Source: an optimization exercise on an open RTL-to-GDS flow (aim: small area). Production flows keep margins and buffers that such runs may drop. Function was checked by simulation only, so behaviour that the tests miss may differ from the original. Power and IR drop assume default switching activity. The flow treats the clock pin as an ideal source, which a real chip does not have.

## mips_trace_capture
module mips_trace_capture #(
  parameter int DEPTH      = 16,
  parameter int WORD_WIDTH = 32
) (
  input  logic                    clk,
  input  logic                    reset,
  input  logic                    capture_en,
  input  logic                    MEM_WB_RegWrite,
  input  logic [4:0]              MEM_WB_RegisterRd,
  input  logic [WORD_WIDTH-1:0]   RegWriteData,
  input  logic                    EX_MEM_MemWrite,
  input  logic [WORD_WIDTH-1:0]   EX_MEM_ALU_result,
  input  logic [WORD_WIDTH-1:0]   EX_MEM_MemWriteData,
  output logic                    trace_valid,
  input  logic                    trace_ready,
  output logic [1:0]              trace_kind,
  output logic [WORD_WIDTH-1:0]   trace_addr,
  output logic [WORD_WIDTH-1:0]   trace_data,
  output logic [mips_trace_pkg::STAMP_WIDTH-1:0] trace_stamp,
  output logic [$clog2(DEPTH):0]  fifo_count,
  output logic [15:0]             overflow_cnt
);
==> flow/config.mk <==
export PLATFORM = sky130hd
export DESIGN_NAME = mips_trace_capture
export DESIGN_NICKNAME = mips_trace_capture
export VERILOG_FILES = /design/flow/design.v
export SDC_FILE = /design/flow/constraint.sdc
export NUM_CORES = 4
export LEC_CHECK = 0
export CAP_MARGIN = 20
export CORE_MARGIN = 2
export CORE_UTILIZATION = 40
export GPL_TIMING_DRIVEN = 0
export SLEW_MARGIN = 20
==> flow/constraint.sdc <==
create_clock -name core_clock -period 6.0 [get_ports {clk}]
set_input_delay 1.2000 -clock core_clock [delete_from_list [all_inputs] [get_ports {clk}]]
set_output_delay 1.2000 -clock core_clock [all_outputs]
set_load 0.01 [all_outputs]
standard.sh (not shown) runs the stock make flow with config.mk's settings and CLKGATE_MAP_FILE= SYNTH_SCRIPT=/design/flow/synth_recipe.tcl, a recipe that flattens the netlist after the stock synthesis.
==> flow/flow/run.sh <==
#!/bin/bash
# Own layout flow: standard synthesis, an area re-map of its combinational logic (registers
# untouched), then the standard ORFS layout with small port buffers and a lighter clock tree.
set -euo pipefail
cd "$(dirname "$0")/.."
W=$PWD
R=$W/orfs/results/$FLOW_PLATFORM/mips_trace_capture/base
O=$W/orfs/objects/$FLOW_PLATFORM/mips_trace_capture/base
PLAT=$FLOW_HOME/platforms/$FLOW_PLATFORM

bash standard.sh synth > $W/synth.log 2>&1

cp $R/1_2_yosys.v $R/1_2_yosys_std.v
DU=$(sed -n '/DONT_USE_CELLS/,/^$/p' $PLAT/config.mk | grep -o "sky130_fd_sc_hd__[a-z0-9_]*" | sed 's/^/-dont_use /' | tr '\n' ' ')
if LIB=$PLAT/lib/sky130_fd_sc_hd__tt_025C_1v80.lib IN=$R/1_2_yosys_std.v OUT=$R/1_2_yosys_remap.v \
   TOP=$FLOW_TOP CONSTR=$O/abc.constr ABCSCRIPT=$W/flow/area.abc DONTUSE="$DU" \
   yosys -c $W/flow/remap.tcl > $W/remap.log 2>&1; then
  cp $R/1_2_yosys_remap.v $R/1_2_yosys.v
  rm -f $R/1_synth.odb $R/1_synth.sdc
else
  echo "remap failed; keeping the standard netlist" >> $W/remap.log
fi

export BUFFER_PORTS_ARGS="-buffer_cell sky130_fd_sc_hd__buf_1"
export CTS_ARGS="-sink_clustering_enable -repair_clock_nets -dont_use_dummy_load -buf_list sky130_fd_sc_hd__clkbuf_8 -sink_clustering_size 16 -sink_clustering_max_diameter 60"
bash standard.sh finish > $W/finish.log 2>&1
==> flow/flow/area.abc <==
strash
dch
amap
topo
stime -c
==> flow/flow/remap.tcl <==
# Re-map the combinational logic of the standard synthesis netlist for area.
# Registers are black boxes here, so every register keeps its instance name and cell type.
# env: LIB IN OUT TOP CONSTR ABCSCRIPT DONTUSE
yosys -import
set lib $::env(LIB)
read_liberty -ignore_miss_func -ignore_buses $lib
blackbox sky130_fd_sc_hd__*df* sky130_fd_sc_hd__*dl* sky130_fd_sc_hd__conb_1
read_verilog $::env(IN)
hierarchy -top $::env(TOP)
tee -o $::env(OUT).before.stat stat -liberty $lib
flatten
opt_clean -purge
abc -script $::env(ABCSCRIPT) -liberty $lib -constr $::env(CONSTR) {*}$::env(DONTUSE)
opt_clean -purge
setundef -zero
hilomap -singleton -hicell sky130_fd_sc_hd__conb_1 HI -locell sky130_fd_sc_hd__conb_1 LO
splitnets
opt_clean -purge
tee -o $::env(OUT).stat stat -liberty $lib
write_verilog -noattr -noexpr -nohex -nodec $::env(OUT)
Then changed:
--- a/flow/flow/run.sh
+++ b/flow/flow/run.sh
@@ -25 +24,0 @@
-export CTS_ARGS="-sink_clustering_enable -repair_clock_nets -dont_use_dummy_load -buf_list sky130_fd_sc_hd__clkbuf_8 -sink_clustering_size 16 -sink_clustering_max_diameter 60"
Settings changed: GPL_TIMING_DRIVEN 0 to not set.
What happened: Setup slack improved by 0.24 ns; global-route usage rises by 0.22 points; critical path depth falls by 2; via count stays flat; power rises by 8.7%; cell area falls by 1.3%; utilization falls by 0.61 points; wire length rises by 0.73%; sequential share of layout area rises by 0.90 points; cell count rises by 0.70%.
Then changed:
--- a/flow/flow/run.sh
+++ b/flow/flow/run.sh
@@ -24,0 +25 @@
+export CTS_ARGS="-sink_clustering_enable -repair_clock_nets -dont_use_dummy_load -buf_list sky130_fd_sc_hd__clkbuf_16 -sink_clustering_size 30 -sink_clustering_max_diameter 100"
Effect: The new run produced a clean layout. Area after synthesis is unchanged. Via count fell by 2.8%. Count of clock-buffer cells in the layout fell by 132. Worst setup slack is worse by 0.0051 ns. Final area fell by 5.2%. Die area stays the same. Sequential cell count is unchanged. Clock power fell by 48%. Synthesized cell count is unchanged.
Then changed:
--- a/flow/flow/run.sh
+++ b/flow/flow/run.sh
@@ -25 +25 @@
-export CTS_ARGS="-sink_clustering_enable -repair_clock_nets -dont_use_dummy_load -buf_list sky130_fd_sc_hd__clkbuf_16 -sink_clustering_size 30 -sink_clustering_max_diameter 100"
+export CTS_ARGS="-sink_clustering_enable -repair_clock_nets -dont_use_dummy_load -buf_list sky130_fd_sc_hd__clkbuf_8 -sink_clustering_size 16 -sink_clustering_max_diameter 60"
Settings changed: CORE_UTILIZATION 40 to 55, PLACE_DENSITY set to 0.65.
Outcome: Setup slack improves by 0.040 ns. Sequential power hardly moves. Wire length fell by 2.1%.

==> port drivers added, routing unchanged <==
How much do the figures lean on ideal ports? The routed layouts below were timed once more, with nothing changed but the port constraints. Step 1 sets driving cells, clkbuf_16 on the clock port and buf_2 on the other inputs (assumed; they add their load-dependent delay and slew). Step 2 times the ports against the registers' clock, not the clock port: input delays grow and output delays shrink by t, the midpoint of the rising clock arrivals with the driver on. Three values: no drivers, after step 1, after step 2; two values: the first two.
run	shift t [ns]	slack for setup (ns)	worst setup path after step 2
the first run	0.826	0.148 / 0.081 / 0.907	register to output
the second run	0.816	0.387 / 0.313 / 1.129	register to output
the third run	0.720	0.382 / 0.310 / 1.030	register to output
the fourth run	0.783	0.422 / 0.350 / 1.133	register to output
After both steps every run listed still meets setup and hold.
